Source: an optimization exercise on an open RTL-to-GDS flow (aim: small area, a short achievable clock period and few clock cycles). Production flows keep margins and buffers that such runs may drop.
At most, simulation tests tie the RTL to the original design; equivalence was not proved.
Function not checked in runs 2, 3, 5 and 6: the RTL went through the layout flow alone.
No activity file was given, so power comes from the tool's default toggle rates.

File: design/flow/run.sh
#!/bin/bash
# synth_recipe.tcl (not shown) runs the flow's synth.tcl, then flattens the netlist and writes it again
# the make line also repeats each setting of config.mk as NAME=value (left out here)
make -C /OpenROAD-flow-scripts/flow DESIGN_CONFIG=/design/flow/config.mk WORK_HOME=/design/flow/orfs CLKGATE_MAP_FILE= SYNTH_SCRIPT=/design/flow/synth_recipe.tcl finish
File: design/flow/config.mk
export PLATFORM = sky130hd
export DESIGN_NAME = sched_top
export DESIGN_NICKNAME = sched_top
export VERILOG_FILES = /design/flow/design.v
export SDC_FILE = /design/flow/constraint.sdc
export NUM_CORES = 4
export LEC_CHECK = 0
export CAP_MARGIN = 20
export CORE_MARGIN = 2
export CORE_UTILIZATION = 40
export SLEW_MARGIN = 20
File: design/flow/constraint.sdc
create_clock -name core_clock -period 7.0 [get_ports {clk}]
set_input_delay 1.4000 -clock core_clock [delete_from_list [all_inputs] [get_ports {clk}]]
set_output_delay 1.4000 -clock core_clock [all_outputs]
set_load 0.01 [all_outputs]
File: design/flow/design.v
package sched_pkg;
    typedef enum logic [3:0] {
        OP_ADD  = 4'h0,
        OP_SUB  = 4'h1,
        OP_AND  = 4'h2,
        OP_XOR  = 4'h3,
        OP_ADDI = 4'h8,
        OP_LUI  = 4'h9                               
    } opcode_e;
    typedef struct packed {
        opcode_e                           opcode;
        logic [$clog2(8)-1:0]    rd;
        logic [$clog2(8)-1:0]    rs1;
        logic [$clog2(8)-1:0]    rs2;
        logic [2:0]                        spare;   
    } insn_reg_t;
    typedef struct packed {
        opcode_e                           opcode;
        logic [$clog2(8)-1:0]    rd;
        logic [$clog2(8)-1:0]    rs1;
        logic [5:0]                        imm;
    } insn_imm_t;
    typedef union packed {
        insn_reg_t r;
        insn_imm_t i;
    } insn_u;
    typedef struct packed {
        opcode_e                           opcode;
        logic [$clog2(8)-1:0]    rd;
        logic [$clog2(8)-1:0]    rs1;
        logic [$clog2(8)-1:0]    rs2;     
        logic [16-1:0]          imm;     
        logic                              is_imm;
        logic [8-1:0]           seq;
    } entry_t;
    typedef struct packed {
        logic [8-1:0]           seq;
        logic [$clog2(8)-1:0]    rd;
        logic [16-1:0]          value;
    } result_t;
endpackage
`timescale 1ns/1ps
module insn_decode (
    input  logic                              clk,
    input  logic                              rst,
    input  logic                              in_req,
    input  sched_pkg::insn_u                  in_insn,
    input  logic                              issue_en,
    input  logic [$clog2(8)-1:0] issue_tag,
    input  logic                              wb_en,
    input  logic [$clog2(8)-1:0] wb_tag,
    output logic                              in_ack,
    output logic                              w_en,
    output logic [$clog2(8)-1:0] w_row_index,
    output logic [8-1:0]         set_lines,
    output sched_pkg::entry_t                 payload
);
    localparam int TAG_W = $clog2(8);
    localparam int REG_W = $clog2(8);
    logic [8-1:0] busy;                    
    logic [8-1:0]    prod_valid;              
    logic [TAG_W-1:0]          prod_tag [8];  
    logic [8-1:0] readers [8];   
    logic [8-1:0]   seq_q;
    logic                      is_imm;
    logic                      use_rs1;
    logic                      use_rs2;
    logic [REG_W-1:0]          rd;
    logic [REG_W-1:0]          rs1;
    logic [REG_W-1:0]          rs2;
    logic                      entry_free;
    logic [TAG_W-1:0]          alloc_tag;
    logic [8-1:0] alloc_mask;
    logic [8-1:0] issue_mask;
    logic [8-1:0] wb_mask;
    logic [8-1:0] raw1_mask;
    logic [8-1:0] raw2_mask;
    logic [8-1:0] waw_mask;
    logic [8-1:0] war_mask;
    logic [8-1:0]    new_reads;               
    always_comb begin
        is_imm  = in_insn.r.opcode[3];                  
        use_rs1 = in_insn.r.opcode != sched_pkg::OP_LUI;
        use_rs2 = !is_imm;
        rd      = in_insn.r.rd;
        rs1     = in_insn.r.rs1;
        rs2     = is_imm ? '0 : in_insn.r.rs2;
        alloc_tag  = '0;
        entry_free = 1'b0;
        for (int e = 8 - 1; e >= 0; e--) begin
            if (!busy[e]) begin                         
                alloc_tag  = TAG_W'(e);
                entry_free = 1'b1;
            end
        end
        w_en        = in_req && !in_ack && entry_free;
        w_row_index = alloc_tag;
        alloc_mask  = 8'(1) << alloc_tag;
        issue_mask  = issue_en ? (8'(1) << issue_tag) : '0;
        wb_mask     = wb_en ? (8'(1) << wb_tag) : '0;
        raw1_mask = (use_rs1 && prod_valid[rs1]) ? (8'(1) << prod_tag[rs1]) : '0;
        raw2_mask = (use_rs2 && prod_valid[rs2]) ? (8'(1) << prod_tag[rs2]) : '0;
        waw_mask  = prod_valid[rd] ? (8'(1) << prod_tag[rd]) : '0;
        war_mask  = readers[rd] & ~issue_mask;          
        set_lines = (raw1_mask | raw2_mask | waw_mask | war_mask) & ~wb_mask;  
        for (int r = 0; r < 8; r++) begin
            new_reads[r] = w_en && ((use_rs1 && rs1 == REG_W'(r)) ||
                                    (use_rs2 && rs2 == REG_W'(r)));
        end
        payload.opcode = in_insn.r.opcode;
        payload.rd     = rd;
        payload.rs1    = rs1;
        payload.rs2    = rs2;
        payload.imm    = is_imm ? 16'(in_insn.i.imm) : '0;
        payload.is_imm = is_imm;
        payload.seq    = seq_q;
    end
    always_ff @(posedge clk) begin
        if (rst) begin
            in_ack     <= 1'b0;
            busy       <= '0;
            prod_valid <= '0;
            seq_q      <= '0;
            for (int r = 0; r < 8; r++) begin
                prod_tag[r] <= '0;
                readers[r]  <= '0;
            end
        end else begin
            if (w_en) begin
                in_ack <= 1'b1;
                seq_q  <= seq_q + 1'b1;
            end else if (in_ack && !in_req) begin
                in_ack <= 1'b0;                         
            end
            busy <= (busy & ~wb_mask) | (w_en ? alloc_mask : '0);
            for (int r = 0; r < 8; r++) begin
                readers[r] <= (readers[r] & ~issue_mask) | (new_reads[r] ? alloc_mask : '0);
                if (w_en && rd == REG_W'(r)) begin      
                    prod_valid[r] <= 1'b1;
                    prod_tag[r]   <= alloc_tag;
                end else if (wb_en && prod_tag[r] == wb_tag) begin
                    prod_valid[r] <= 1'b0;              
                end
            end
        end
    end
endmodule
`timescale 1ns/1ps
module dependency_matrix #(
    parameter int NUM_ROWS = 8            
) (
    input  logic                        clk,
    input  logic                        rst,
    input  logic                        w_en,            
    input  logic [$clog2(NUM_ROWS)-1:0] w_row_index,
    input  logic [NUM_ROWS-1:0]         set_lines,       
    input  logic                        clear_en,        
    input  logic [$clog2(NUM_ROWS)-1:0] clear_col,
    input  logic                        free_en,         
    input  logic [$clog2(NUM_ROWS)-1:0] free_row_index,
    output logic [NUM_ROWS-1:0]         ready_vector
);
    logic [NUM_ROWS-1:0] dep_bits [NUM_ROWS];            
    logic [NUM_ROWS-1:0] row_valid;
    always_ff @(posedge clk) begin
        if (rst) begin
            row_valid <= '0;
            for (int i = 0; i < NUM_ROWS; i++) begin
                dep_bits[i] <= '0;
            end
        end else begin
            if (clear_en) begin
                for (int i = 0; i < NUM_ROWS; i++) begin
                    dep_bits[i][clear_col] <= 1'b0;      
                end
            end
            if (w_en) begin                              
                row_valid[w_row_index] <= 1'b1;
                dep_bits[w_row_index]  <= set_lines;
            end
            if (free_en) begin
                row_valid[free_row_index] <= 1'b0;
                dep_bits[free_row_index]  <= '0;
            end
        end
    end
    always_comb begin
        for (int i = 0; i < NUM_ROWS; i++) begin
            ready_vector[i] = row_valid[i] && (dep_bits[i] == '0);
        end
    end
endmodule
`timescale 1ns/1ps
module issue_execute (
    input  logic                              clk,
    input  logic                              rst,
    input  logic                              w_en,
    input  logic [$clog2(8)-1:0] w_row_index,
    input  sched_pkg::entry_t                 payload,
    input  logic [8-1:0]         ready_vector,
    input  logic                              wb_accept,
    input  logic [16-1:0]          rf_rdata1,
    input  logic [16-1:0]          rf_rdata2,
    output logic                              free_en,
    output logic [$clog2(8)-1:0] free_row_index,
    output logic                              issue_en,
    output logic [$clog2(8)-1:0] issue_tag,
    output logic [$clog2(8)-1:0]    rf_raddr1,
    output logic [$clog2(8)-1:0]    rf_raddr2,
    output logic                              ex_valid,
    output sched_pkg::result_t                ex_result,
    output logic [$clog2(8)-1:0] ex_tag
);
    localparam int TAG_W = $clog2(8);
    logic [37:0]              pay_mem [8];  
    sched_pkg::entry_t        sel_pay;
    logic [TAG_W-1:0]         sel_tag;
    logic                     sel_any;
    logic                     advance;
    logic                     issue;
    logic [16-1:0] opnd_b;
    logic [16-1:0] alu_out;
    always_ff @(posedge clk) begin
        if (w_en) begin
            pay_mem[w_row_index] <= payload;
        end
    end
    always_comb begin
        sel_tag = '0;
        sel_any = 1'b0;
        for (int e = 8 - 1; e >= 0; e--) begin
            if (ready_vector[e]) begin                    
                sel_tag = TAG_W'(e);
                sel_any = 1'b1;
            end
        end
        advance = !ex_valid || wb_accept;                 
        issue   = advance && sel_any;
        sel_pay = pay_mem[sel_tag];
        rf_raddr1 = sel_pay.rs1;
        rf_raddr2 = sel_pay.rs2;
        opnd_b    = sel_pay.is_imm ? sel_pay.imm : rf_rdata2;
        case (sel_pay.opcode)
            sched_pkg::OP_ADD,
            sched_pkg::OP_ADDI: alu_out = rf_rdata1 + opnd_b;
            sched_pkg::OP_SUB:  alu_out = rf_rdata1 - opnd_b;
            sched_pkg::OP_AND:  alu_out = rf_rdata1 & opnd_b;
            sched_pkg::OP_XOR:  alu_out = rf_rdata1 ^ opnd_b;
            sched_pkg::OP_LUI:  alu_out = sel_pay.imm << (16 - 6);  
            default:            alu_out = '0;
        endcase
        free_en        = issue;                           
        free_row_index = sel_tag;
        issue_en       = issue;
        issue_tag      = sel_tag;
    end
    always_ff @(posedge clk) begin
        if (rst) begin
            ex_valid <= 1'b0;
        end else if (issue) begin
            ex_valid <= 1'b1;
        end else if (wb_accept) begin
            ex_valid <= 1'b0;
        end
    end
    always_ff @(posedge clk) begin
        if (issue) begin
            ex_result.seq   <= sel_pay.seq;
            ex_result.rd    <= sel_pay.rd;
            ex_result.value <= alu_out;
            ex_tag          <= sel_tag;                   
        end
    end
endmodule
`timescale 1ns/1ps
module result_writeback (
    input  logic                              clk,
    input  logic                              rst,
    input  logic                              ex_valid,
    input  sched_pkg::result_t                ex_result,
    input  logic [$clog2(8)-1:0] ex_tag,
    input  logic [$clog2(8)-1:0]    rf_raddr1,
    input  logic [$clog2(8)-1:0]    rf_raddr2,
    input  logic                              out_ack,
    output logic                              wb_accept,
    output logic                              wb_en,
    output logic [$clog2(8)-1:0] wb_tag,
    output logic [16-1:0]          rf_rdata1,
    output logic [16-1:0]          rf_rdata2,
    output logic                              out_req,
    output sched_pkg::result_t                out_result
);
    logic [16-1:0] rf [8];           
    logic                     buf_full;                   
    assign wb_accept = ex_valid && !buf_full;
    assign wb_en     = wb_accept;                         
    assign wb_tag    = ex_tag;
    assign rf_rdata1 = rf[rf_raddr1];                     
    assign rf_rdata2 = rf[rf_raddr2];
    always_ff @(posedge clk) begin
        if (rst) begin
            for (int r = 0; r < 8; r++) begin
                rf[r] <= '0;
            end
        end else if (wb_accept) begin
            rf[ex_result.rd] <= ex_result.value;          
        end
    end
    always_ff @(posedge clk) begin
        if (rst) begin
            buf_full <= 1'b0;
            out_req  <= 1'b0;
        end else if (wb_accept) begin
            buf_full <= 1'b1;
            out_req  <= 1'b1;
        end else if (out_req && out_ack) begin
            out_req <= 1'b0;
        end else if (buf_full && !out_req && !out_ack) begin
            buf_full <= 1'b0;                             
        end
    end
    always_ff @(posedge clk) begin
        if (wb_accept) begin
            out_result <= ex_result;
        end
    end
endmodule
`timescale 1ns/1ps
module sched_top (
    input  logic               clk,
    input  logic               rst,
    input  logic               in_req,
    input  logic [15:0]        in_insn,                 
    input  logic               out_ack,
    output logic               in_ack,
    output logic               out_req,
    output logic [26:0]        out_result               
);
    localparam int TAG_W = $clog2(8);
    localparam int REG_W = $clog2(8);
    logic                      w_en;
    logic [TAG_W-1:0]          w_row_index;
    logic [8-1:0] set_lines;
    sched_pkg::entry_t         payload;
    logic [8-1:0] ready_vector;
    logic                      free_en;
    logic [TAG_W-1:0]          free_row_index;
    logic                      issue_en;
    logic [TAG_W-1:0]          issue_tag;
    logic [REG_W-1:0]          rf_raddr1;
    logic [REG_W-1:0]          rf_raddr2;
    logic [16-1:0]  rf_rdata1;
    logic [16-1:0]  rf_rdata2;
    logic                      ex_valid;
    sched_pkg::result_t        ex_result;
    logic [TAG_W-1:0]          ex_tag;
    logic                      wb_accept;
    logic                      wb_en;                     
    logic [TAG_W-1:0]          wb_tag;
    sched_pkg::insn_u          in_insn_u;
    sched_pkg::result_t        out_result_s;
    assign in_insn_u  = in_insn;
    assign out_result = out_result_s;
    insn_decode i_decode (
        .clk, .rst, .in_req, .in_insn(in_insn_u), .issue_en, .issue_tag, .wb_en, .wb_tag,
        .in_ack, .w_en, .w_row_index, .set_lines, .payload
    );
    dependency_matrix #(.NUM_ROWS(8)) i_matrix (
        .clk, .rst, .w_en, .w_row_index, .set_lines,
        .clear_en (wb_en),                                
        .clear_col(wb_tag),
        .free_en, .free_row_index, .ready_vector
    );
    issue_execute i_execute (
        .clk, .rst, .w_en, .w_row_index, .payload, .ready_vector, .wb_accept,
        .rf_rdata1, .rf_rdata2, .free_en, .free_row_index, .issue_en, .issue_tag,
        .rf_raddr1, .rf_raddr2, .ex_valid, .ex_result, .ex_tag
    );
    result_writeback i_writeback (
        .clk, .rst, .ex_valid, .ex_result, .ex_tag, .rf_raddr1, .rf_raddr2, .out_ack,
        .wb_accept, .wb_en, .wb_tag, .rf_rdata1, .rf_rdata2, .out_req, .out_result(out_result_s)
    );
endmodule
==> results of run 1 <==
## how the worst max path moves through the flow
stage / end / depth (start not counted) / startpoint
global route: i_execute.ex_result[14] / 30 / i_matrix.dep_bits[3][2]
global placement: i_execute.ex_result[15] / 29 / i_matrix.dep_bits[2][7]
CTS: i_execute.ex_result[15] / 29 / i_matrix.dep_bits[2][7]
floorplan: i_execute.ex_result[14] / 28 / i_matrix.dep_bits[2][7]
finish: i_execute.ex_result[15] / 30 / i_matrix.dep_bits[3][2]
detailed placement: i_execute.ex_result[15] / 29 / i_matrix.dep_bits[4][2]
## stage by stage
step | area, um^2 | setup TNS, ns | instances | worst slack [ns]
final | 32100 | 0 | 3683 | 0.360
after global routing | 32100 | -0.0402 | 3683 | -0.0306
after CTS | 32000 | 0 | 3678 | 0.214
after detailed placement | 29900 | 0 | 3556 | 0.282
after global placement | 29900 | 0 | 3556 | 0.348
after floorplan | 28200 | 0 | 2650 | 0.860
## power groups by stage
stage                     registers (uW)  logic (uW)  clock network (uW)
after global placement              4000        1470                   0
after floorplan                     3960        1040                   0
final                               3930        1510                3400
after global routing                3950        1650                3610
after detailed placement            4010        1490                   0
after CTS                           3940        1500                3470
## what timing repair did
| action | in CTS | in global routing |
|---|---|---|
| setup buffers | 0 | 5 |
| hold buffers | 0 | 0 |
| gates resized for setup | 0 | 15 |
| endpoints found under the setup margin | 0 | 3 |
## routing by layer
layer  vias to the layer above  global-route usage [%]  wire length, um
li1                       9781                       -                -
met1                     10546                    29.9            35600
met2                       830                    38.1            40700
met3                       202                    3.75             5970
met4                         2                    9.43             3060
met5                         -                       0                7
## cell type report
class | instances | area share [%]
tap | 940 | 3.67
clock buffer | 85 | 5.53
sequential | 589 | 49.3
timing repair buffer | 133 | 3.48
multi-input combinational | 1858 | 36.5
clock inverter | 37 | 1.02
inverter | 41 | 0.480
## critical path: cells and delay by family (launching register included)
family                   cells  cell delay [ns]
adder cells (fa/ha/maj)      2             0.56
flip-flops                   1             0.33
XOR/XNOR                     1             0.17
AND/OR/NAND/NOR             10             2.23
buffers and inverters        4             0.55
AO/OA/AOI/OAI               13             2.63
## flip-flops by register name, indices dropped and copies added (netlist names), 3 cells and up
| signal | flops |
|---|---|
| i_decode.seq_q | 8 |
| i_execute.ex_tag | 3 |
| i_writeback.rf | 128 |
| i_execute.pay_mem | 216 |
| i_decode.busy | 8 |
| i_writeback.out_result | 27 |
| i_decode.readers | 64 |
| i_matrix.row_valid | 8 |
| i_decode.prod_tag | 24 |
| i_matrix.dep_bits | 64 |
| i_execute.ex_result | 27 |
| i_decode.prod_valid | 8 |
## logic make-up (layout without fill, tap and decap cells)
family | after synthesis | in the layout | synth area share, %
buffers and inverters | 203 | 296 | 2.98
AO/OA/AOI/OAI | 597 | 597 | 14.1
AND/OR/NAND/NOR | 1016 | 1016 | 17.2
flip-flops | 589 | 589 | 56.0
adder cells (fa/ha/maj) | 50 | 50 | 2.24
multiplexers | 140 | 140 | 5.70
XOR/XNOR | 55 | 55 | 1.75
## placed cells by master (no fill, tap or decap), types with 8 or more instances in the layout
cell type / n
clkbuf_16: 68
nor2_2: 10
o221ai_1: 9
mux2i_1: 108
o41ai_1: 8
mux2_2: 16
a211oi_1: 52
xor2_1: 40
ha_1: 49
o21ai_0: 43
clkinv_2: 9
a22oi_1: 85
a31oi_1: 54
nor3_1: 22
nand2_1: 328
or2_2: 20
nor4_1: 12
o22ai_1: 24
clkbuf_1: 16
mux4_2: 15
or3_1: 14
a21oi_1: 195
dfxtp_1: 188
buf_4: 83
or4_1: 13
nand2b_1: 12
and2_1: 144
xnor2_1: 14
nor2b_1: 46
a32oi_1: 22
clkinv_1: 16
nand3_1: 67
edfxtp_1: 401
inv_1: 38
nor2_1: 270
a21o_1: 17
and3_1: 10
nand4_1: 9
clkdlybuf4s50_1: 45
==> flow_metrics.env, run 1 <==
export IMPL_grt_overflow=0
export IMPL_clock_latency_ns=0.62
export IMPL_cts_sinks=589
export IMPL_ys_flop_type="edfxtp_1"
export IMPL_fillers=6485
export IMPL_first_pass_iters=6
export IMPL_ys_ff_latch=589
export IMPL_setup_viol=0
export IMPL_core_um2=69900
export IMPL_numPortBuffers=48
export IMPL_combPwrFrac_pct=17.1
export IMPL_drt_iter0_drc=2049
export IMPL_p_int_uw=6340
export IMPL_areaGrowthSynthToFinish_pct=13.6
export IMPL_yosysTopAreaCellShare_pct=42.7
export IMPL_holdWs_ns=0.419
export IMPL_max_stage_delay_ns=0.44
export IMPL_synth_edf_count=401
export IMPL_p_clk_share_pct=38.5
export IMPL_seq_area_um2=15800
export IMPL_utilization_pct=45.9
export IMPL_regToRegSetupSlack_ns=0.36
export IMPL_rows=97
export IMPL_grt_max_degree=106
export IMPL_min_path_type="flop to flop"
export IMPL_multi_input_area_um2=11700
export IMPL_timing_final_crit_period_ns=6.64
export IMPL_hold_violations=0
export IMPL_fp_dieW_um=270
export IMPL_swShare_pct=28.4
export IMPL_hp_start="i_execute.ex_result[21]"
export IMPL_final_layout_size_suffix_gt1_share_pct=10.2
export IMPL_peakVddDrop_v=0.000154
export IMPL_worstPathMaxFanout=9
export IMPL_critPathLaunchType="flop"
export IMPL_cts_root_buf="clkbuf_16"
export IMPL_fmaxAchievable_ghz=0.151
export IMPL_wire_per_inst_um=23.2
export IMPL_synth_seq_area_share_pct=56.0
export IMPL_crit_required_ns=7.46
export IMPL_async_reset_ff_share_pct=0
export IMPL_synth_cells=2650
export IMPL_timing_rr_start="i_matrix.dep_bits[3][2]"
export IMPL_viasPerCell=5.80
export IMPL_syn_avg_cell_area_um2=10.7
export IMPL_rr_endpoint="i_execute.ex_result[15]"
export IMPL_final_nets=2761
export IMPL_synth_most_common_cell="edfxtp_1"
export IMPL_leakage_uw=0.0116
export IMPL_globalplace_congestion=0.894
export IMPL_synth_area_leaders="edfxtp_1 (43%), dfxtp_1 (13%), nand2_1 (4.4%), mux2i_1 (3.8%), nor2_1 (3.7%)"
export IMPL_via_count=21361
export IMPL_p_total_uw=8850
export IMPL_criticalPathCategory="flop to flop"
export IMPL_r2r_cells=30
export IMPL_endpoint_kind="flop"
export IMPL_slowest_stage="or4b_1"
export IMPL_holdPathEnd="i_writeback.out_result[21]"
export IMPL_min_path_cells=0
export IMPL_routed_wl_um=85300
export IMPL_yosysUniqueCellTypes=92
export IMPL_yosysWarnings=6
export IMPL_syn_num_nets=2720
export IMPL_die_area_um2=72700
export IMPL_path_clk_slew_ns=0.05
export IMPL_dp_hpwl_um=54100
export IMPL_cap_violations=0
export IMPL_cts_htree_levels=3
export IMPL_start_util_pct=40.4
export IMPL_power_density_nw_per_um2=276
export IMPL_grt_pass1_wl_um=129000
export IMPL_post_route_period_util_pct=94.9
export IMPL_pin_count=49
export IMPL_status="no timing/DRC/antenna violations"
export IMPL_cp_arrival_ns=7.10
export IMPL_syn_area_um2=28200
export IMPL_synth_top_cells_by_count="edfxtp_1 (401), nand2_1 (330), nor2_1 (276)"
export IMPL_cts_tree="done"
export IMPL_cts_max_path_buffers=3
export IMPL_maxSlewViolCount=0
export IMPL_synth_largest_area_cell="edfxtp_1"
export IMPL_insertedDiodeCount=0
export IMPL_power_frac_seq_pct=44.5
export IMPL_tightestPinTransition_ns=1.18
export IMPL_relSlewSlack_pct=20.8
export IMPL_grt_pass1_vias=21110
export IMPL_grt_total_usage_pct=23.0
export IMPL_antenna_found_initial=1
export IMPL_die_h_um=270
export IMPL_drtAntennaViolNets=0
export IMPL_skew_ns=0.0436
export IMPL_drc=0
export IMPL_p_sw_uw=2510
export IMPL_cts_made_buffers=68
Testbench counts, summed over its fixed seeds: cycles 9,600.
==> inputs of run 2 (changes only) <==
==> design/flow/design.v (replaced) <==
package sched_pkg;
    typedef enum logic [3:0] {
        OP_ADD  = 4'h0,
        OP_SUB  = 4'h1,
        OP_AND  = 4'h2,
        OP_XOR  = 4'h3,
        OP_ADDI = 4'h8,
        OP_LUI  = 4'h9                               
    } opcode_e;
    typedef struct packed {
        opcode_e                           opcode;
        logic [$clog2(8)-1:0]    rd;
        logic [$clog2(8)-1:0]    rs1;
        logic [$clog2(8)-1:0]    rs2;
        logic [2:0]                        spare;   
    } insn_reg_t;
    typedef struct packed {
        opcode_e                           opcode;
        logic [$clog2(8)-1:0]    rd;
        logic [$clog2(8)-1:0]    rs1;
        logic [5:0]                        imm;
    } insn_imm_t;
    typedef union packed {
        insn_reg_t r;
        insn_imm_t i;
    } insn_u;
    typedef struct packed {
        opcode_e                           opcode;
        logic [$clog2(8)-1:0]    rd;
        logic [$clog2(8)-1:0]    rs1;
        logic [$clog2(8)-1:0]    rs2;     
        logic [16-1:0]          imm;     
        logic                              is_imm;
        logic [8-1:0]           seq;
    } entry_t;
    typedef struct packed {
        logic [8-1:0]           seq;
        logic [$clog2(8)-1:0]    rd;
        logic [16-1:0]          value;
    } result_t;
endpackage
`timescale 1ns/1ps
module sched_top (
    input  logic               clk,
    input  logic               rst,
    input  logic               in_req,
    input  logic [15:0]        in_insn,
    input  logic               out_ack,
    output logic               in_ack,
    output logic               out_req,
    output logic [26:0]        out_result
);
    logic [15:0] rf [8];
    logic        full;              
    logic        acc;               
    logic        ex_v;              
    logic [15:0] p_q, g_q;          
    logic        cin_q;
    logic [2:0]  rd_q;
    logic [3:0]  op;
    logic [15:0] a, b, imm, p_d, g_d;
    logic        cin_d;
    logic [16:0] c;
    logic [15:0] pg_g [5];
    logic [15:0] pg_p [5];
    logic [15:0] sum;
    assign acc = in_req && !in_ack && (!full || (out_req && out_ack));
    always_comb begin
        op  = in_insn[15:12];
        a   = rf[in_insn[8:6]];
        b   = rf[in_insn[5:3]];
        imm = {10'd0, in_insn[5:0]};
        p_d   = '0;
        g_d   = '0;
        cin_d = 1'b0;
        case (op)
            4'h0: begin p_d = a ^ b;   g_d = a & b;  end
            4'h1: begin p_d = ~(a ^ b); g_d = a & ~b; cin_d = 1'b1; end
            4'h2: p_d = a & b;
            4'h3: p_d = a ^ b;
            4'h8: begin p_d = a ^ imm; g_d = a & imm; end
            4'h9: p_d = {in_insn[5:0], 10'd0};
            default: ;
        endcase
        g_d[0] = g_d[0] | (p_d[0] & cin_d);   
        pg_g[0] = g_q;
        pg_p[0] = p_q;
        for (int l = 1; l <= 4; l++) begin
            pg_g[l] = pg_g[l-1];
            pg_p[l] = pg_p[l-1];
            for (int i = 0; i < 16; i++) begin
                if (((i >> (l - 1)) & 1) == 1) begin
                    pg_g[l][i] = pg_g[l-1][i] | (pg_p[l-1][i] & pg_g[l-1][((i >> (l - 1)) << (l - 1)) - 1]);
                    pg_p[l][i] = pg_p[l-1][i] & pg_p[l-1][((i >> (l - 1)) << (l - 1)) - 1];
                end
            end
        end
        c   = {pg_g[4], cin_q};
        sum = p_q ^ c[15:0];
    end
    always_ff @(posedge clk) begin
        p_q   <= p_d;
        g_q   <= g_d;
        cin_q <= cin_d;
        rd_q  <= in_insn[11:9];
    end
    always_ff @(posedge clk) begin
        for (int r = 0; r < 8; r++) begin
            if (rst || (ex_v && rd_q == 3'(r))) rf[r] <= rst ? 16'd0 : sum;
        end
    end
    always_ff @(posedge clk) begin
        if (rst) begin
            in_ack            <= 1'b0;
            ex_v              <= 1'b0;
            full              <= 1'b0;
            out_req           <= 1'b0;
            out_result[26:19] <= 8'hff;             
        end else begin
            ex_v <= acc;
            if (acc)                    in_ack <= 1'b1;
            else if (in_ack && !in_req) in_ack <= 1'b0;
            if (ex_v) begin
                full              <= 1'b1;
                out_req           <= !out_ack;
                out_result[26:19] <= out_result[26:19] + 8'd1;
            end else if (out_req && out_ack) begin
                full    <= 1'b0;
                out_req <= 1'b0;
            end else if (full && !out_req && !out_ack) begin
                out_req <= 1'b1;
            end
        end
    end
    always_ff @(posedge clk) begin
        if (ex_v) out_result[18:0] <= {rd_q, sum};
    end
endmodule
==> run 2 against run 1 <==
Effect of this change: die area shrank 64%; power shrank 67%; area after synthesis decreased by 65%; fmax is 57% higher; register-to-register slack better by 3.9 ns.
==> flow_metrics.env, run 2 <==
export IMPL_status="no timing/DRC/antenna violations"
export IMPL_insertedDiodeCount=0
export IMPL_muxShareOfSynthArea_pct=9.44
export IMPL_synth_top_family_by_area="compound AO/OA/AOI/OAI gates"
export IMPL_synth_compound_area_share_pct=15.4
export IMPL_die_h_um=162
export IMPL_regMostFlops="rf"
export IMPL_tightestPinTransition_ns=1.02
export IMPL_synthSimpleGateAreaFrac_pct=10.6
export IMPL_via_count=6844
export IMPL_cts_root_buf="clkbuf_16"
export IMPL_drt_iter0_drc=613
export IMPL_dp_hpwl_um=17400
export IMPL_final_cell_mix="edfxtp_1 (147), nor2_1 (64), nand2_1 (63), dfxtp_1 (47), clkdlybuf4s50_1 (46)"
export IMPL_relSlewSlack_pct=32.2
export IMPL_largest_register_ffs=128
export IMPL_globalplace_congestion=0.832
export IMPL_seq_area_um2=5360
export IMPL_worstPathMaxFanout=36
export IMPL_synth_largest_area_cell="edfxtp_1"
export IMPL_async_reset_ff_share_pct=0
export IMPL_cts_htree_levels=4
export IMPL_postLayoutCellArea_um2=11300
export IMPL_syn_num_nets=895
export IMPL_timing_final_crit_period_ns=4.24
export IMPL_final_nets=924
export IMPL_final_layout_size_suffix_gt1_share_pct=12.4
export IMPL_yosysUniqueCellTypes=74
export IMPL_syn_area_um2=10000
export IMPL_start_util_pct=40.9
export IMPL_clock_latency_ns=0.44
export IMPL_cts_sinks=194
export IMPL_rows=57
export IMPL_post_route_period_util_pct=60.6
export IMPL_grt_overflow=0
export IMPL_yosysTopAreaCellShare_pct=44.2
export IMPL_cts_made_buffers=17
export IMPL_synth_seq_area_share_pct=53.6
export IMPL_drtAntennaViolNets=0
export IMPL_wire_per_inst_um=21.3
export IMPL_peakVddDrop_v=0.000193
export IMPL_leakage_uw=0.00427
export IMPL_ys_flop_type="edfxtp_1"
export IMPL_grt_max_degree=41
export IMPL_fp_dieW_um=162
export IMPL_power_density_nw_per_um2=257
export IMPL_first_pass_iters=5
export IMPL_maxSlewViolCount=0
export IMPL_synth_xor_area_share_pct=2.28
export IMPL_viasPerCell=5.71
export IMPL_hold_violations=0
export IMPL_placed_area_um2=10700
export IMPL_setup_viol=0
export IMPL_postCtsSetupRepairBufs=0
export IMPL_multi_input_area_um2=4310
export IMPL_grt_pass1_wl_um=39200
export IMPL_cts_max_path_buffers=2
export IMPL_holdWs_ns=0.457
export IMPL_cap_violations=0
export IMPL_synth_edf_count=147
export IMPL_finalSetupTns_ns=0
export IMPL_min_path_type="flop to flop"
export IMPL_core_um2=24500
export IMPL_final_common_cell="edfxtp_1"
export IMPL_criticalPathCategory="primary input to flop"
export IMPL_rsz0062_at_grt="no"
export IMPL_fillers=2217
export IMPL_fmaxAchievable_ghz=0.236
export IMPL_synth_cells=833
export IMPL_postCtsHoldBufs=0
export IMPL_synth_area_leaders="edfxtp_1 (44%), dfxtp_1 (9.4%), ha_1 (5.3%), mux4_2 (4.5%), mux2i_1 (3.8%)"
export IMPL_synth_fa_ha_area_share_pct=5.26
export IMPL_yosysWarnings=4
export IMPL_skew_ns=0.0110
export IMPL_synth_most_common_cell="edfxtp_1"
export IMPL_grt_total_usage_pct=19.8
export IMPL_crit_required_ns=7.30
export IMPL_ys_ff_latch=194
export IMPL_critPathLaunchType="primary input"
export IMPL_numPortBuffers=48
export IMPL_routed_wl_um=25500
export IMPL_cts_tree="done"
export IMPL_cp_arrival_ns=4.54
export IMPL_cts_resized=0
export IMPL_areaGrowthSynthToFinish_pct=12.8
export IMPL_antenna_found_initial=1
export IMPL_path_clk_slew_ns=0.07
export IMPL_endpoint_kind="flop"
export IMPL_grt_pass1_vias=6509
export IMPL_syn_avg_cell_area_um2=12.0
export IMPL_utilization_pct=46.1
export IMPL_pin_count=49
export IMPL_die_area_um2=26300
export IMPL_drc=0
export IMPL_reg_top3="rf: 128 flops, out_result: 27 flops, p_q: 16 flops"
export IMPL_synth_top_cells_by_count="edfxtp_1 (147), nor2_1 (65), nand2_1 (63)"
## run 2: cell types whose count changed after synthesis, sizes merged, moves of 140 or more
cell / previous run / this run
nand2: 330 / 64
edfxtp: 401 / 147
nor2: 281 / 66
a21oi: 196 / 44
dfxtp: 188 / 47
and2: 147 / 7
## run 2: path summary, 6_finish.rpt
path         endpoint  cells after the start  startpoint  slack, ns
max reg2reg  rf[3][0]                      4        ex_v       4.22
min              ex_v                      1      in_ack       0.46
max           p_q[11]                     12  in_insn[8]       2.76
min reg2reg      ex_v                      1      in_ack       0.46
## run 2: kinds of logic (layout without fill, tap and decap cells)
kind of cell / count (synthesis) / after routing
buffers and inverters: 76 / 117
AOI/OAI and AO/OA: 207 / 207
adders and majority gates: 42 / 42
DFF: 194 / 194
xor gates and xnor gates: 26 / 26
and+or+nand+nor: 221 / 221
muxes: 67 / 67
## run 2: worst max-delay path, stage by stage
cell and delay (ns):
clkdlybuf4s50_1 0.46, buf_4 0.41, inv_1 0.43, a2111oi_0 0.49, a311oi_1 0.09, or3_1 0.39, ha_1 0.33, xnor2_1 0.13
nand2_1 0.07, o21ai_0 0.07, a22oi_1 0.16, o2bb2ai_1 0.10
## run 2: report_power, final
part / leakage (uW) / internal [uW] / switching (uW)
clock: 0.000266 / 465 / 463
combinational: 0.00212 / 228 / 286
sequential: 0.00188 / 1380 / 75.2
## run 2: final cells by class
cell class              instances  share of cell area (%)
flip-flops and latches        194                    47.5
multi-input cells             563                    38.2
repair buffers                 60                    4.97
clock buffers                  17                    3.77
well taps                     324                    3.60
clock inverters                14                    1.11
inverters                      26                   0.866
## run 2: layer usage
layer  global-route usage [%]  vias to the layer above  wire length [um]
li1                         -                     3211                 -
met4                     6.07                        0               422
met1                     28.6                     3365             11700
met2                     30.3                      239             11700
met5                        0                        -                 0
met3                     3.63                       29              1650
## run 2: metrics by stage
| step | power (uW) | worst slack, ns | std cells |
|---|---|---|---|
| detailed placement | 1990 | 2.35 | 1167 |
| finish | 2900 | 2.76 | 1198 |
| floorplan | 1820 | 3.24 | 833 |
| global placement | 1980 | 2.38 | 1167 |
| CTS | 2910 | 2.82 | 1198 |
| global route | 3020 | 2.58 | 1198 |
==> inputs of run 3 (changes only) <==
--- a/design/flow/config.mk
+++ b/design/flow/config.mk
@@ -7,2 +7,3 @@
 export LEC_CHECK = 0
+export ABC_CLOCK_PERIOD_IN_PS = 2500
 export CAP_MARGIN = 20
@@ -10,2 +11,3 @@
 export CORE_UTILIZATION = 40
+export SETUP_SLACK_MARGIN = 4.4
 export SLEW_MARGIN = 20
==> run 3 against run 2 <==
Effect of this change: critical path type unchanged; final area rose by 23%; area after synthesis did not move; clock skew rose by 0.0024 ns; non-clock buffer count rose by 118; sequential cell count did not move; clock power rose by 9%; fmax rose by 33%; via count rose by 15%; still clean; final cell count rose by 10%; power rose by 12%; core utilization rose by 11 points; synthesized cell count did not move.
==> flow_metrics.env, run 3 <==
export IMPL_pin_count=49
export IMPL_ys_ff_latch=194
export IMPL_globalplace_congestion=0.866
export IMPL_peakVddDrop_v=0.000172
export IMPL_grt_max_degree=33
export IMPL_first_pass_iters=6
export IMPL_die_h_um=162
export IMPL_final_common_cell="edfxtp_1"
export IMPL_wire_per_inst_um=23.7
export IMPL_async_reset_ff_share_pct=0
export IMPL_finalSetupTns_ns=0
export IMPL_path_clk_slew_ns=0.08
export IMPL_synth_seq_area_share_pct=53.6
export IMPL_grt_pass1_wl_um=45900
export IMPL_final_layout_size_suffix_gt1_share_pct=37.0
export IMPL_p_total_uw=3240
export IMPL_dpl_cell_count=1167
export IMPL_tightestPinTransition_ns=0.841
export IMPL_yosysWarnings=4
export IMPL_power_density_nw_per_um2=234
export IMPL_skew_ns=0.0134
export IMPL_grt_overflow=0
export IMPL_final_nets=1044
export IMPL_post_route_period_util_pct=45.7
export IMPL_leakage_uw=0.00531
export IMPL_syn_avg_cell_area_um2=12.0
export IMPL_yosysTopAreaCellShare_pct=44.2
export IMPL_grt_pass1_vias=7576
export IMPL_final_cell_mix="edfxtp_1 (147), buf_4 (65), nor2_1 (52), dfxtp_1 (44), nand2_1 (40)"
export IMPL_reg_top3="rf: 128 flops, out_result: 27 flops, p_q: 16 flops"
export IMPL_cts_htree_levels=4
export IMPL_syn_num_nets=895
export IMPL_grt_total_usage_pct=23.4
export IMPL_cts_root_buf="clkbuf_16"
export IMPL_ys_flop_type="edfxtp_1"
export IMPL_numPortBuffers=48
export IMPL_cap_violations=0
export IMPL_fp_dieW_um=162
export IMPL_drt_iter0_drc=776
export IMPL_postCtsHoldBufs=0
export IMPL_drc=0
export IMPL_drtAntennaViolNets=0
export IMPL_hold_violations=0
export IMPL_routed_wl_um=31200
export IMPL_clock_latency_ns=0.44
export IMPL_die_area_um2=26300
export IMPL_relSlewSlack_pct=43.8
export IMPL_via_count=7839
export IMPL_fin_ws_ns=3.80
export IMPL_timing_final_crit_period_ns=3.20
export IMPL_dp_slack_ns=2.39
export IMPL_worstPathMaxFanout=4
export IMPL_setup_viol=0
export IMPL_status="no timing/DRC/antenna violations"
export IMPL_synth_cells=833
export IMPL_largest_register_ffs=128
export IMPL_start_util_pct=40.9
export IMPL_antenna_found_initial=0
export IMPL_rsz0062_at_grt="yes"
export IMPL_synth_largest_area_cell="edfxtp_1"
export IMPL_areaGrowthSynthToFinish_pct=38.7
export IMPL_yosysUniqueCellTypes=74
export IMPL_viasPerCell=5.94
export IMPL_maxSlewViolCount=0
export IMPL_endpoint_kind="flop"
export IMPL_insertedDiodeCount=0
export IMPL_syn_area_um2=10000
export IMPL_synth_top_cells_by_count="edfxtp_1 (147), nor2_1 (65), nand2_1 (63)"
export IMPL_synth_edf_count=147
export IMPL_critPathLaunchType="primary input"
export IMPL_min_path_type="flop to flop"
export IMPL_core_um2=24500
export IMPL_finalNonFillerCells=1319
export IMPL_cp_arrival_ns=3.54
export IMPL_rows=57
export IMPL_cts_made_buffers=17
export IMPL_utilization_pct=56.7
export IMPL_synth_area_leaders="edfxtp_1 (44%), dfxtp_1 (9.4%), ha_1 (5.3%), mux4_2 (4.5%), mux2i_1 (3.8%)"
export IMPL_criticalPathCategory="primary input to flop"
export IMPL_regMostFlops="rf"
export IMPL_dp_hpwl_um=17600
export IMPL_cts_max_path_buffers=2
export IMPL_cts_tree="done"
export IMPL_synth_most_common_cell="edfxtp_1"
export IMPL_crit_required_ns=7.34
export IMPL_fmaxAchievable_ghz=0.313
export IMPL_cts_sinks=194
run 3: cell counts after synthesis:
Identical to the previous run, type by type.
run 3: repair_timing:
| item | CTS | global route |
|---|---|---|
| pin swaps | 85 | 53 |
| setup buffers | 89 | 20 |
| setup endpoints to repair | 189 | 95 |
| cloned | 10 | 1 |
| resized for setup | 259 | 68 |
run 3: path summary, 6_finish.rpt:
check	from	to	slack, ns	cells after the start
worst max-delay path	in_insn[3]	g_q[0]	3.80	12
worst min-delay path	in_ack	ex_v	0.44	1
worst max register to register	rf[2][11]	p_q[11]	4.67	10
worst min register to register	in_ack	ex_v	0.44	1
run 3: cells by family after synthesis:
logic type / synth area share [%]
simple gates: 10.6
fa+ha+maj: 5.26
mux: 9.44
flops: 53.6
xor+xnor: 2.28
buf+inv: 3.43
compound gates: 15.4
run 3: cell type report:
| class | instances | area (um^2) |
|---|---|---|
| timing repair inverter | 1 | 7.51 |
| multi-input combinational | 564 | 5300 |
| timing repair buffer | 178 | 2060 |
| clock buffer | 18 | 429 |
| sequential | 194 | 5360 |
| clock inverter | 14 | 168 |
| fill | 1895 | 10600 |
| inverter | 26 | 138 |
| tap | 324 | 405 |
run 3: metal layers:
metal  global-route usage (%)  wire length, um
met1                     30.9            13000
met2                     38.7            14900
met3                     3.73             2110
met4                     9.25             1260
met5                        0                0
run 3: worst max-delay path, cell delays in order:
cell     delay [ns]
buf_16         0.12
buf_12         0.13
and2b_2        0.25
a22oi_2        0.19
nor2_1         0.09
o32a_1         0.29
ha_1           0.29
nor2b_4        0.13
a211o_1        0.23
a31oi_1        0.14
nor2_1         0.08
o21a_1         0.18
run 3: through the flow:
step | instance area (um^2) | hold WS (ns)
2_1_floorplan | 10300 | 0.479
3_3_place_gp | 10800 | 0.436
3_5_place_dp | 10800 | 0.442
4_1_cts | 13400 | 0.451
5_1_grt | 13900 | 0.468
6_report | 13900 | 0.443
run 3: power breakdown:
part	switching (uW)	internal [uW]	leakage (uW)
Sequential	80.5	1380	0.00188
Clock	468	539	0.000290
Combinational	391	381	0.00314
==> inputs of run 4 (changes only) <==
--- a/design/flow/design.v
+++ b/design/flow/design.v
@@ -63,4 +63,2 @@
     logic [16:0] c;
-    logic [15:0] pg_g [5];
-    logic [15:0] pg_p [5];
     logic [15:0] sum;
@@ -84,16 +82,4 @@
         endcase
-        g_d[0] = g_d[0] | (p_d[0] & cin_d);   
-        pg_g[0] = g_q;
-        pg_p[0] = p_q;
-        for (int l = 1; l <= 4; l++) begin
-            pg_g[l] = pg_g[l-1];
-            pg_p[l] = pg_p[l-1];
-            for (int i = 0; i < 16; i++) begin
-                if (((i >> (l - 1)) & 1) == 1) begin
-                    pg_g[l][i] = pg_g[l-1][i] | (pg_p[l-1][i] & pg_g[l-1][((i >> (l - 1)) << (l - 1)) - 1]);
-                    pg_p[l][i] = pg_p[l-1][i] & pg_p[l-1][((i >> (l - 1)) << (l - 1)) - 1];
-                end
-            end
-        end
-        c   = {pg_g[4], cin_q};
+        c[0] = cin_q;
+        for (int i = 0; i < 16; i++) c[i+1] = g_q[i] | (p_q[i] & c[i]);
         sum = p_q ^ c[15:0];
--- a/design/flow/config.mk
+++ b/design/flow/config.mk
@@ -7,3 +7,2 @@
 export LEC_CHECK = 0
-export ABC_CLOCK_PERIOD_IN_PS = 2500
 export CAP_MARGIN = 20
@@ -11,3 +10,2 @@
 export CORE_UTILIZATION = 40
-export SETUP_SLACK_MARGIN = 4.4
 export SLEW_MARGIN = 20
==> run 4 against run 3 <==
Effect of this change: worst setup slack got worse by 3.6 ns; core utilization fell by 11 points; final cell count fell by 12%; clock power fell by 6%; die area fell by 2.6%; largest cell class unchanged; largest power group unchanged; highest routed layer unchanged.
==> flow_metrics.env, run 4 <==
export IMPL_regToRegSetupSlack_ns=0.21
export IMPL_postLayoutCellArea_um2=11100
export IMPL_cts_root_buf="clkbuf_16"
export IMPL_maxSlewViolCount=0
export IMPL_cts_made_buffers=17
export IMPL_die_h_um=160
export IMPL_via_count=6776
export IMPL_start_util_pct=40.4
export IMPL_min_path_type="flop to flop"
export IMPL_grt_pass1_wl_um=41000
export IMPL_leakage_uw=0.00417
export IMPL_final_layout_size_suffix_gt1_share_pct=13.2
export IMPL_async_reset_ff_share_pct=0
export IMPL_placed_area_um2=10500
export IMPL_fp_dieW_um=160
export IMPL_final_common_cell="edfxtp_1"
export IMPL_yosysUniqueCellTypes=63
export IMPL_grt_max_degree=47
export IMPL_pin_count=49
export IMPL_cts_sinks=194
export IMPL_postCtsHoldBufs=0
export IMPL_reg_top3="rf: 128 flops, out_result: 27 flops, p_q: 16 flops"
export IMPL_cp_arrival_ns=7.06
export IMPL_cts_htree_levels=4
export IMPL_synth_seq_area_share_pct=55.0
export IMPL_grt_pass1_vias=6517
export IMPL_clock_latency_ns=0.44
export IMPL_synth_top_cells_by_count="edfxtp_1 (147), nor2_1 (60), ha_1 (53)"
export IMPL_antenna_found_initial=0
export IMPL_numPortBuffers=48
export IMPL_peakVddDrop_v=0.000168
export IMPL_final_cell_mix="edfxtp_1 (147), nor2_1 (59), dfxtp_1 (46), clkdlybuf4s50_1 (44), mux2i_1 (40)"
export IMPL_first_pass_iters=5
export IMPL_globalplace_congestion=0.862
export IMPL_crit_path_frequent_cell="or2_4"
export IMPL_endpoint_kind="flop"
export IMPL_criticalPathCategory="flop to flop"
export IMPL_hold_violations=0
export IMPL_post_route_period_util_pct=97.0
export IMPL_yosysWarnings=2
export IMPL_path_clk_slew_ns=0.08
export IMPL_crit_required_ns=7.27
export IMPL_core_um2=24100
export IMPL_skew_ns=0.0125
export IMPL_synth_cells=791
export IMPL_synth_edf_count=147
export IMPL_rows=57
export IMPL_grt_overflow=0
export IMPL_cap_violations=0
export IMPL_largest_register_ffs=128
export IMPL_wire_per_inst_um=23.5
export IMPL_timing_final_crit_period_ns=6.79
export IMPL_syn_area_um2=9730
export IMPL_cts_tree="done"
export IMPL_routed_wl_um=27300
export IMPL_grt_total_usage_pct=21.5
export IMPL_syn_num_nets=864
export IMPL_drtAntennaViolNets=0
export IMPL_synth_area_leaders="edfxtp_1 (45%), dfxtp_1 (9.7%), ha_1 (6.8%), mux2i_1 (4.1%), nor2b_1 (2.4%)"
export IMPL_synth_most_common_cell="edfxtp_1"
export IMPL_dpl_cell_count=1126
export IMPL_areaGrowthSynthToFinish_pct=14.3
export IMPL_drt_iter0_drc=793
export IMPL_relSlewSlack_pct=25.6
export IMPL_viasPerCell=5.85
export IMPL_max_stage_delay_ns=0.32
export IMPL_synth_largest_area_cell="edfxtp_1"
export IMPL_drc=0
export IMPL_die_area_um2=25600
export IMPL_final_nets=894
export IMPL_ys_flop_type="edfxtp_1"
export IMPL_dp_hpwl_um=18000
export IMPL_p_total_uw=2770
export IMPL_ys_ff_latch=194
export IMPL_rsz0062_at_grt="no"
export IMPL_tightestPinTransition_ns=1.11
export IMPL_fmaxAchievable_ghz=0.147
export IMPL_slowest_stage="dfxtp_2"
export IMPL_syn_avg_cell_area_um2=12.3
export IMPL_worstPathMaxFanout=8
export IMPL_critPathLaunchType="flop"
export IMPL_utilization_pct=46.2
export IMPL_finalNonFillerCells=1159
export IMPL_yosysTopAreaCellShare_pct=45.3
export IMPL_setup_viol=0
export IMPL_regMostFlops="rf"
export IMPL_power_density_nw_per_um2=249
export IMPL_cts_max_path_buffers=2
export IMPL_status="no timing/DRC/antenna violations"
export IMPL_holdWs_ns=0.467
==> run 4: changes by cell type in the layout (fill, tap and decap cells not counted), moves of 19 or more <==
| cell | previous run | this run |
|---|---|---|
| ha_1 | 18 | 39 |
| buf_4 | 65 | 11 |
| buf_12 | 20 | 0 |
| clkdlybuf4s50_1 | 11 | 44 |
| nand2b_1 | 13 | 32 |
| nor2b_1 | 15 | 36 |
| dlygate4sd2_1 | 30 | 0 |
| buf_6 | 33 | 0 |
==> run 4: stage by stage <==
step	setup WS (ns)	setup TNS (ns)
final	0.208	0
after global routing	0.0378	0
after CTS	0.0399	0
after detailed placement	-0.340	-5.51
after global placement	-0.295	-4.62
after floorplan	0.000348	0
==> run 4: power breakdown <==
part           internal (uW)  switching [uW]
sequential              1350            53.1
clock                    474             474
combinational            176             247
==> run 4: repair_timing <==
action,4_1_cts,5_1_grt
pin swaps,4,3
setup endpoints to repair,26,16
resized for setup,14,5
buffers inserted,0,0
==> run 4: routing by layer <==
layer | vias up | part of all wire, % | GRT usage, %
met5 | - | 0 | 0
met1 | 3388 | 47 | 31.1
li1 | 3087 | - | -
met4 | 0 | 1.2 | 5.04
met3 | 30 | 6.9 | 3.77
met2 | 271 | 45 | 33.7
==> run 4: path summary, 6_finish.rpt <==
check | startpoint | endpoint | cells past startpoint
min reg2reg | in_ack | ex_v | 1
max reg2reg | p_q[0] | rf[0][15] | 32
min | in_ack | ex_v | 1
max | p_q[0] | rf[0][15] | 32
==> run 4: cells by family (layout without fill, tap and decap cells) <==
family / after synthesis / in the layout / share of synthesized area [%]
simple gates: 221 / 221 / 11.9
compound gates: 199 / 199 / 15.6
flops: 194 / 194 / 55.0
buf+inv: 63 / 106 / 3.59
mux: 54 / 54 / 6.43
fa+ha+maj: 53 / 53 / 6.81
xor+xnor: 7 / 7 / 0.630
other cells: 0 / 1 / 0
==> run 4: area by class of cell <==
cell class	count	area [um^2]
timing repair buffer	60	558
fill	2204	13000
antenna	1	2.50
inverter	14	53.8
tap	324	405
sequential	194	5360
multi-input combinational	534	4180
clock inverter	15	148
clock buffer	17	425
==> run 4: worst max-delay path: cells and delay by family, from the launching register on <==
| family | cells | cell delay [ns] |
|---|---|---|
| XOR/XNOR | 1 | 0.13 |
| adder cells (fa/ha/maj) | 15 | 2.42 |
| flip-flops | 1 | 0.32 |
| AND/OR/NAND/NOR | 16 | 3.78 |
Testbench counts of run 4, summed over its fixed seeds: cycles 6,400.
==> inputs of run 5 (changes only) <==
--- a/design/flow/design.v
+++ b/design/flow/design.v
@@ -53,8 +53,10 @@
     logic [15:0] rf [8];
+    logic [15:0] insn_q;            
+    logic        s1_v;              
+    logic        s2_v;              
     logic        full;              
     logic        acc;               
-    logic        ex_v;              
+    logic        mv;                
     logic [15:0] p_q, g_q;          
     logic        cin_q;
-    logic [2:0]  rd_q;
     logic [3:0]  op;
@@ -63,9 +65,12 @@
     logic [16:0] c;
+    logic [15:0] pg_g [5];
+    logic [15:0] pg_p [5];
     logic [15:0] sum;
-    assign acc = in_req && !in_ack && (!full || (out_req && out_ack));
+    assign acc = in_req && !in_ack && !s1_v;
+    assign mv  = s1_v && !s2_v && (!full || (out_req && out_ack));
     always_comb begin
-        op  = in_insn[15:12];
-        a   = rf[in_insn[8:6]];
-        b   = rf[in_insn[5:3]];
-        imm = {10'd0, in_insn[5:0]};
+        op  = insn_q[15:12];
+        a   = rf[insn_q[8:6]];
+        b   = rf[insn_q[5:3]];
+        imm = {10'd0, insn_q[5:0]};
         p_d   = '0;
@@ -74,3 +79,3 @@
         case (op)
-            4'h0: begin p_d = a ^ b;   g_d = a & b;  end
+            4'h0: begin p_d = a ^ b;    g_d = a & b;  end
             4'h1: begin p_d = ~(a ^ b); g_d = a & ~b; cin_d = 1'b1; end
@@ -78,9 +83,24 @@
             4'h3: p_d = a ^ b;
-            4'h8: begin p_d = a ^ imm; g_d = a & imm; end
-            4'h9: p_d = {in_insn[5:0], 10'd0};
+            4'h8: begin p_d = a ^ imm;  g_d = a & imm; end
+            4'h9: p_d = {insn_q[5:0], 10'd0};
             default: ;
         endcase
-        c[0] = cin_q;
-        for (int i = 0; i < 16; i++) c[i+1] = g_q[i] | (p_q[i] & c[i]);
+        g_d[0] = g_d[0] | (p_d[0] & cin_d);   
+        pg_g[0] = g_q;
+        pg_p[0] = p_q;
+        for (int l = 1; l <= 4; l++) begin
+            pg_g[l] = pg_g[l-1];
+            pg_p[l] = pg_p[l-1];
+            for (int i = 0; i < 16; i++) begin
+                if (((i >> (l - 1)) & 1) == 1) begin
+                    pg_g[l][i] = pg_g[l-1][i] | (pg_p[l-1][i] & pg_g[l-1][((i >> (l - 1)) << (l - 1)) - 1]);
+                    pg_p[l][i] = pg_p[l-1][i] & pg_p[l-1][((i >> (l - 1)) << (l - 1)) - 1];
+                end
+            end
+        end
+        c   = {pg_g[4], cin_q};
         sum = p_q ^ c[15:0];
+    end
+    always_ff @(posedge clk) begin
+        if (!s1_v) insn_q <= in_insn;
     end
@@ -90,3 +110,2 @@
         cin_q <= cin_d;
-        rd_q  <= in_insn[11:9];
     end
@@ -94,3 +113,3 @@
         for (int r = 0; r < 8; r++) begin
-            if (rst || (ex_v && rd_q == 3'(r))) rf[r] <= rst ? 16'd0 : sum;
+            if (rst || (s2_v && out_result[18:16] == 3'(r))) rf[r] <= rst ? 16'd0 : sum;
         end
@@ -100,3 +119,4 @@
             in_ack            <= 1'b0;
-            ex_v              <= 1'b0;
+            s1_v              <= 1'b0;
+            s2_v              <= 1'b0;
             full              <= 1'b0;
@@ -105,6 +125,8 @@
         end else begin
-            ex_v <= acc;
             if (acc)                    in_ack <= 1'b1;
             else if (in_ack && !in_req) in_ack <= 1'b0;
-            if (ex_v) begin
+            if (acc)     s1_v <= 1'b1;
+            else if (mv) s1_v <= 1'b0;
+            s2_v <= mv;
+            if (s2_v) begin
                 full              <= 1'b1;
@@ -121,3 +143,4 @@
     always_ff @(posedge clk) begin
-        if (ex_v) out_result[18:0] <= {rd_q, sum};
+        if (mv)   out_result[18:16] <= insn_q[11:9];
+        if (s2_v) out_result[15:0]  <= sum;
     end
==> run 5 against run 4 <==
Effect of this change: critical path depth down 20; sequential share of layout area is 0.12 points higher; register-to-register slack better by 3.2 ns; final cell count increased by 7.6%; area after synthesis up 8.8%; worst setup slack gained 3.2 ns; non-clock buffer count is 3 higher.
==> flow_metrics.env, run 5 <==
export IMPL_async_reset_ff_share_pct=0
export IMPL_final_cell_mix="edfxtp_1 (163), nor2_1 (70), nand2_1 (53), clkdlybuf4s50_1 (48), a21oi_1 (46)"
export IMPL_antenna_found_initial=0
export IMPL_hp_start="insn_q[9]"
export IMPL_ys_ff_latch=208
export IMPL_cts_root_buf="clkbuf_16"
export IMPL_critPathLaunchType="flop"
export IMPL_timing_rr_start="insn_q[6]"
export IMPL_grt_total_usage_pct=19.8
export IMPL_cts_made_buffers=23
export IMPL_via_count=7171
export IMPL_dp_hpwl_um=19000
export IMPL_first_pass_iters=6
export IMPL_die_h_um=167
export IMPL_critPathBufInv=1
export IMPL_syn_area_um2=10600
export IMPL_holdPathEnd="out_result[16]"
export IMPL_regMostFlops="rf"
export IMPL_globalplace_congestion=0.880
export IMPL_max_stage_delay_ns=0.82
export IMPL_start_util_pct=40.6
export IMPL_largest_register_ffs=128
export IMPL_areaGrowthSynthToFinish_pct=13.4
export IMPL_min_path_type="flop to flop"
export IMPL_cts_resized=0
export IMPL_postCtsSetupRepairBufs=0
export IMPL_cts_max_path_buffers=3
export IMPL_routed_wl_um=28200
export IMPL_syn_avg_cell_area_um2=12.4
export IMPL_synth_area_leaders="edfxtp_1 (46%), dfxtp_1 (8.5%), ha_1 (5.0%), mux2i_1 (3.4%), nor2_1 (2.5%)"
export IMPL_reg_top3="rf: 128 flops, out_result: 27 flops"
export IMPL_utilization_pct=46.1
export IMPL_slowest_stage="edfxtp_1"
export IMPL_peakVddDrop_v=0.000232
export IMPL_final_common_cell="edfxtp_1"
export IMPL_cp_arrival_ns=3.92
export IMPL_rows=59
export IMPL_yosysUniqueCellTypes=84
export IMPL_min_path_cells=0
export IMPL_multi_input_area_um2=4360
export IMPL_cp_top_family="compound AO/OA/AOI/OAI gates"
export IMPL_hold_violations=0
export IMPL_synth_cells=857
export IMPL_post_route_period_util_pct=50.7
export IMPL_skew_ns=0.0167
export IMPL_synth_most_common_cell="edfxtp_1"
export IMPL_regToRegSetupSlack_ns=3.45
export IMPL_synth_edf_count=163
export IMPL_grt_max_degree=45
export IMPL_path_clk_slew_ns=0.06
export IMPL_grt_overflow=0
export IMPL_status="no timing/DRC/antenna violations"
export IMPL_crit_required_ns=7.37
export IMPL_grt_pass1_wl_um=42500
export IMPL_drtAntennaViolNets=0
export IMPL_numPortBuffers=48
export IMPL_seq_area_um2=5800
export IMPL_leakage_uw=0.00459
export IMPL_fmaxAchievable_ghz=0.282
export IMPL_pin_count=49
export IMPL_cts_sinks=208
export IMPL_final_layout_size_suffix_gt1_share_pct=11.6
export IMPL_viasPerCell=5.75
export IMPL_drc=0
export IMPL_setup_viol=0
export IMPL_power_density_nw_per_um2=288
export IMPL_crit_path_frequent_cell="a21oi_1"
export IMPL_rr_endpoint="p_q[12]"
export IMPL_finalSetupTns_ns=0
export IMPL_grt_pass1_vias=6989
export IMPL_yosysWarnings=4
export IMPL_path_cells="buf_4 > mux2i_1 > o2bb2ai_1 > a21oi_1 > a21boi_0 > a21oi_1 > ha_1 > xnor2_1 > nand2_1 > o21ai_0 > a22oi_1 > o22ai_1"
export IMPL_synth_seq_area_share_pct=54.7
export IMPL_rsz0062_at_grt="no"
export IMPL_drt_iter0_drc=821
export IMPL_ys_flop_type="edfxtp_1"
export IMPL_postCtsHoldBufs=0
export IMPL_syn_num_nets=919
export IMPL_final_nets=958
export IMPL_core_um2=26100
export IMPL_yosysTopAreaCellShare_pct=46.2
export IMPL_r2r_cells=12
export IMPL_synth_largest_area_cell="edfxtp_1"
export IMPL_tightestPinTransition_ns=1.15
export IMPL_clock_latency_ns=0.52
export IMPL_wire_per_inst_um=22.6
export IMPL_synth_top_cells_by_count="edfxtp_1 (163), nor2_1 (71), nand2_1 (53)"
export IMPL_fillers=2343
export IMPL_cap_violations=0
export IMPL_criticalPathCategory="flop to flop"
export IMPL_relSlewSlack_pct=23.2
export IMPL_insertedDiodeCount=0
export IMPL_timing_final_crit_period_ns=3.55
export IMPL_endpoint_kind="flop"
export IMPL_maxSlewViolCount=0
export IMPL_fp_dieW_um=167
export IMPL_die_area_um2=27800
export IMPL_worstPathMaxFanout=20
export IMPL_cts_htree_levels=1
export IMPL_cts_tree="done"
[run 5: changes by cell type in the layout (fill, tap and decap cells not counted), moves of 10 or more]
cell and delta:
a21oi_1 +19, edfxtp_1 +16, nor2b_1 -14, a22o_1 -11, nand2b_1 -13, inv_1 +21, xnor2_1 +18, nor2_1 +11
nand2_1 +16, or2_4 -10
[run 5: layout make-up]
cell class | instances | area share, %
flip-flops and latches | 208 | 48.3
multi-input cells | 564 | 36.3
clock inverters | 14 | 0.938
clock buffers | 27 | 4.92
well taps | 335 | 3.49
repair buffers | 63 | 4.94
inverters | 36 | 1.13
[run 5: layer usage]
layer	part of all wire [%]	GRT usage [%]
met1	44	27.6
met2	45	31.0
met3	7.5	3.66
met4	3.3	7.35
met5	0	0
[run 5: report_power, final]
| part | switching, uW | internal, uW |
|---|---|---|
| Sequential | 106 | 1520 |
| Combinational | 387 | 293 |
| Clock | 486 | 673 |
| Total | 979 | 2480 |
[run 5: stage by stage]
step / std cells / total power (uW) / setup slack, ns / hold slack (ns) / area (um^2)
after floorplan: 857 / 2090 / 4.37 / 0.400 / 10600
after global placement: 1206 / 2310 / 3.46 / 0.404 / 11300
after detailed placement: 1206 / 2310 / 3.43 / 0.416 / 11300
after CTS: 1247 / 3470 / 3.59 / 0.430 / 12000
after global routing: 1247 / 3610 / 3.29 / 0.430 / 12000
final: 1247 / 3460 / 3.45 / 0.425 / 12000
[run 5: cell families (layout without fill, tap and decap cells)]
group | count (synthesis) | in the layout | share of synthesized area [%]
mux | 68 | 68 | 9.04
buf+inv | 85 | 140 | 4.20
simple gates | 213 | 213 | 9.83
fa+ha+maj | 42 | 42 | 4.96
flops | 208 | 208 | 54.7
xor+xnor | 26 | 26 | 2.15
compound gates | 215 | 215 | 15.1
[run 5: worst max-delay path by stage]
| stage | from | to | slack [ns] | depth (start not counted) |
|---|---|---|---|---|
| after global routing | insn_q[6] | p_q[12] | 3.29 | 12 |
| after CTS | insn_q[6] | p_q[12] | 3.59 | 12 |
| after global placement | rst | rf[0][2] | 3.46 | 5 |
| after detailed placement | rst | rf[3][3] | 3.43 | 5 |
| final | insn_q[6] | p_q[12] | 3.45 | 12 |
| after floorplan | rst | rf[5][0] | 4.37 | 3 |
[run 5: worst reg2reg max path, stage by stage (launching register included)]
cell	delay [ns]
edfxtp_1	0.82
buf_4	0.41
mux2i_1	0.25
o2bb2ai_1	0.10
a21oi_1	0.28
a21boi_0	0.48
a21oi_1	0.16
ha_1	0.36
xnor2_1	0.13
nand2_1	0.08
o21ai_0	0.07
a22oi_1	0.16
o22ai_1	0.11
==> inputs of run 6 (changes only) <==
--- a/design/flow/config.mk
+++ b/design/flow/config.mk
@@ -7,2 +7,3 @@
 export LEC_CHECK = 0
+export ABC_CLOCK_PERIOD_IN_PS = 2400
 export CAP_MARGIN = 20
@@ -10,2 +11,3 @@
 export CORE_UTILIZATION = 40
+export SETUP_SLACK_MARGIN = 4.6
 export SLEW_MARGIN = 20
==> run 6 against run 5 <==
Effect of this change: still clean; clock skew is 0.0029 ns higher; worst hold slack worse by 0.0066 ns; clock power about the same; non-clock buffer count grew 105.
==> flow_metrics.env, run 6 <==
export IMPL_async_reset_ff_share_pct=0
export IMPL_synth_largest_area_cell="edfxtp_1"
export IMPL_r2r_cells=12
export IMPL_min_path_type="flop to flop"
export IMPL_final_common_cell="edfxtp_1"
export IMPL_die_area_um2=27800
export IMPL_skew_ns=0.0196
export IMPL_synth_most_common_cell="edfxtp_1"
export IMPL_drtAntennaViolNets=0
export IMPL_cts_root_buf="clkbuf_16"
export IMPL_synth_seq_area_share_pct=54.7
export IMPL_wire_per_inst_um=24.1
export IMPL_setup_viol=0
export IMPL_via_count=8037
export IMPL_fmaxAchievable_ghz=0.389
export IMPL_status="no timing/DRC/antenna violations"
export IMPL_timing_final_crit_period_ns=2.57
export IMPL_largest_register_ffs=128
export IMPL_clock_latency_ns=0.52
export IMPL_rsz0062_at_grt="yes"
export IMPL_peakVddDrop_v=0.000176
export IMPL_final_layout_size_suffix_gt1_share_pct=35.1
export IMPL_critPathLaunchType="flop"
export IMPL_timing_rr_start="insn_q[6]"
export IMPL_power_density_nw_per_um2=269
export IMPL_fp_dieW_um=167
export IMPL_multi_input_area_um2=5120
export IMPL_first_pass_iters=5
export IMPL_dp_hpwl_um=18500
export IMPL_placed_area_um2=11300
export IMPL_grt_overflow=0
export IMPL_ys_flop_type="edfxtp_1"
export IMPL_cts_htree_levels=1
export IMPL_synth_area_leaders="edfxtp_1 (46%), dfxtp_1 (8.5%), ha_1 (5.0%), mux2i_1 (3.4%), nor2_1 (2.5%)"
export IMPL_crit_end="p_q[9]"
export IMPL_worstPathMaxFanout=6
export IMPL_tightestPinTransition_ns=0.972
export IMPL_slowest_stage="edfxtp_1"
export IMPL_viasPerCell=5.93
export IMPL_grt_total_usage_pct=22.3
export IMPL_cts_sinks=208
export IMPL_start_util_pct=40.6
export IMPL_post_route_period_util_pct=36.8
export IMPL_die_h_um=167
export IMPL_crit_path_start="insn_q[6]"
export IMPL_path_clk_slew_ns=0.07
export IMPL_hold_violations=0
export IMPL_cap_violations=0
export IMPL_pin_count=49
export IMPL_syn_num_nets=919
export IMPL_routed_wl_um=32700
export IMPL_fillers=2136
export IMPL_endpoint_kind="flop"
export IMPL_drc=0
export IMPL_postLayoutCellArea_um2=14000
export IMPL_synth_top_cells_by_count="edfxtp_1 (163), nor2_1 (71), nand2_1 (53)"
export IMPL_final_cell_mix="edfxtp_1 (163), buf_4 (78), nor2_1 (59), nand2_1 (45), a21oi_1 (39)"
export IMPL_drt_iter0_drc=1078
export IMPL_final_nets=1066
export IMPL_antenna_found_initial=1
export IMPL_reg_top3="rf: 128 flops, out_result: 27 flops"
export IMPL_insertedDiodeCount=0
export IMPL_rr_endpoint="p_q[9]"
export IMPL_grt_pass1_vias=7783
export IMPL_syn_area_um2=10600
export IMPL_numPortBuffers=48
export IMPL_grt_pass1_wl_um=47600
export IMPL_cts_made_buffers=23
export IMPL_syn_avg_cell_area_um2=12.4
export IMPL_regMostFlops="rf"
export IMPL_regToRegSetupSlack_ns=4.43
-- run 6: power by group --
part / internal, uW / total, uW / switching [uW]
clock network: 671 / 1170 / 496
logic: 472 / 966 / 494
registers: 1520 / 1630 / 107
total: 2660 / 3760 / 1100
-- run 6: how the worst min path moves through the flow --
stage | endpoint | slack, ns | from
after floorplan | out_result[16] | 0.40 | insn_q[9]
after global placement | out_result[18] | 0.40 | insn_q[11]
after detailed placement | out_result[16] | 0.41 | insn_q[9]
after CTS | out_result[16] | 0.42 | insn_q[9]
after global routing | out_result[17] | 0.42 | insn_q[10]
final | out_result[17] | 0.42 | insn_q[10]
-- run 6: kinds of logic after synthesis --
kind of cell,share of synthesized area [%]
flip-flops,54.7
buffers and inverters,4.20
AO/OA/AOI/OAI,15.1
AND/OR/NAND/NOR,9.83
multiplexers,9.04
XOR/XNOR,2.15
adder cells (fa/ha/maj),4.96
-- run 6: area by class of cell --
| class | count | area share [%] |
|---|---|---|
| clock buffer | 24 | 4.15 |
| clock inverter | 17 | 0.950 |
| inverter | 36 | 1.15 |
| multi-input combinational | 566 | 36.7 |
| sequential | 208 | 41.6 |
| tap | 335 | 3.00 |
| timing repair buffer | 168 | 12.4 |
| timing repair inverter | 1 | 0.0359 |
-- run 6: worst max-delay path: cells and delay by family (launching register included) --
| kind | cells | cell delay (ns) |
|---|---|---|
| buffers and inverters | 2 | 0.31 |
| multiplexers | 2 | 0.34 |
| adder cells (fa/ha/maj) | 1 | 0.31 |
| AO/OA/AOI/OAI | 6 | 1.04 |
| AND/OR/NAND/NOR | 1 | 0.05 |
| flip-flops | 1 | 0.38 |
-- run 6: repair_timing --
action | in CTS | in global routing
hold buffers | 0 | 0
setup buffers | 79 | 19
gates resized for setup | 254 | 71
gates cloned | 13 | 1
setup endpoints to repair | 247 | 91
hold endpoints to repair | 0 | 0
pin swaps | 46 | 48
-- run 6: stage by stage --
| step | util (%) | worst slack, ns | total power [uW] | hold slack (ns) |
|---|---|---|---|---|
| after global routing | 53.6 | 4.33 | 3890 | 0.423 |
| after floorplan | - | 4.47 | 2100 | 0.400 |
| after global placement | 43.5 | 3.40 | 2300 | 0.405 |
| after detailed placement | 43.5 | 3.41 | 2310 | 0.407 |
| after CTS | 51.4 | 4.42 | 3640 | 0.421 |
| final | 53.6 | 4.43 | 3760 | 0.418 |
-- run 6: metal layers --
metal	up-vias	global-route usage, %	wire length (um)	part of all wire, %
met1	3944	30.1	13300	41
met3	84	3.40	2690	8.2
li1	3566	-	-	-
met4	0	8.10	1190	3.7
met5	-	0	0	0
met2	443	36.6	15500	47

## afterwards: timing with drivers on the ports
In the flow no input, the clock included, has a driving cell. The finished layouts below were timed again as built, in two steps.
Step 1 assumes that a clkbuf_16 drives the clock port and a buf_2 every other input.
Step 2 also shifts input and output timing later by t, the mid clock arrival at the registers, as if the neighbouring blocks saw the same clock.
a / b / c = ideal ports / drivers / drivers and shift; a / b = the first two.
run	shift t [ns]	slack for setup (ns)
run 1	0.665	0.360 / 0.360 / 0.360
run 2	0.476	2.759 / 2.779 / 2.302
run 3	0.483	3.803 / 3.741 / 3.257
run 4	0.489	0.208 / 0.208 / 0.208
run 5	0.559	3.454 / 3.454 / 3.406
run 6	0.560	4.427 / 4.427 / 4.202
After both steps every run listed still meets setup and hold.
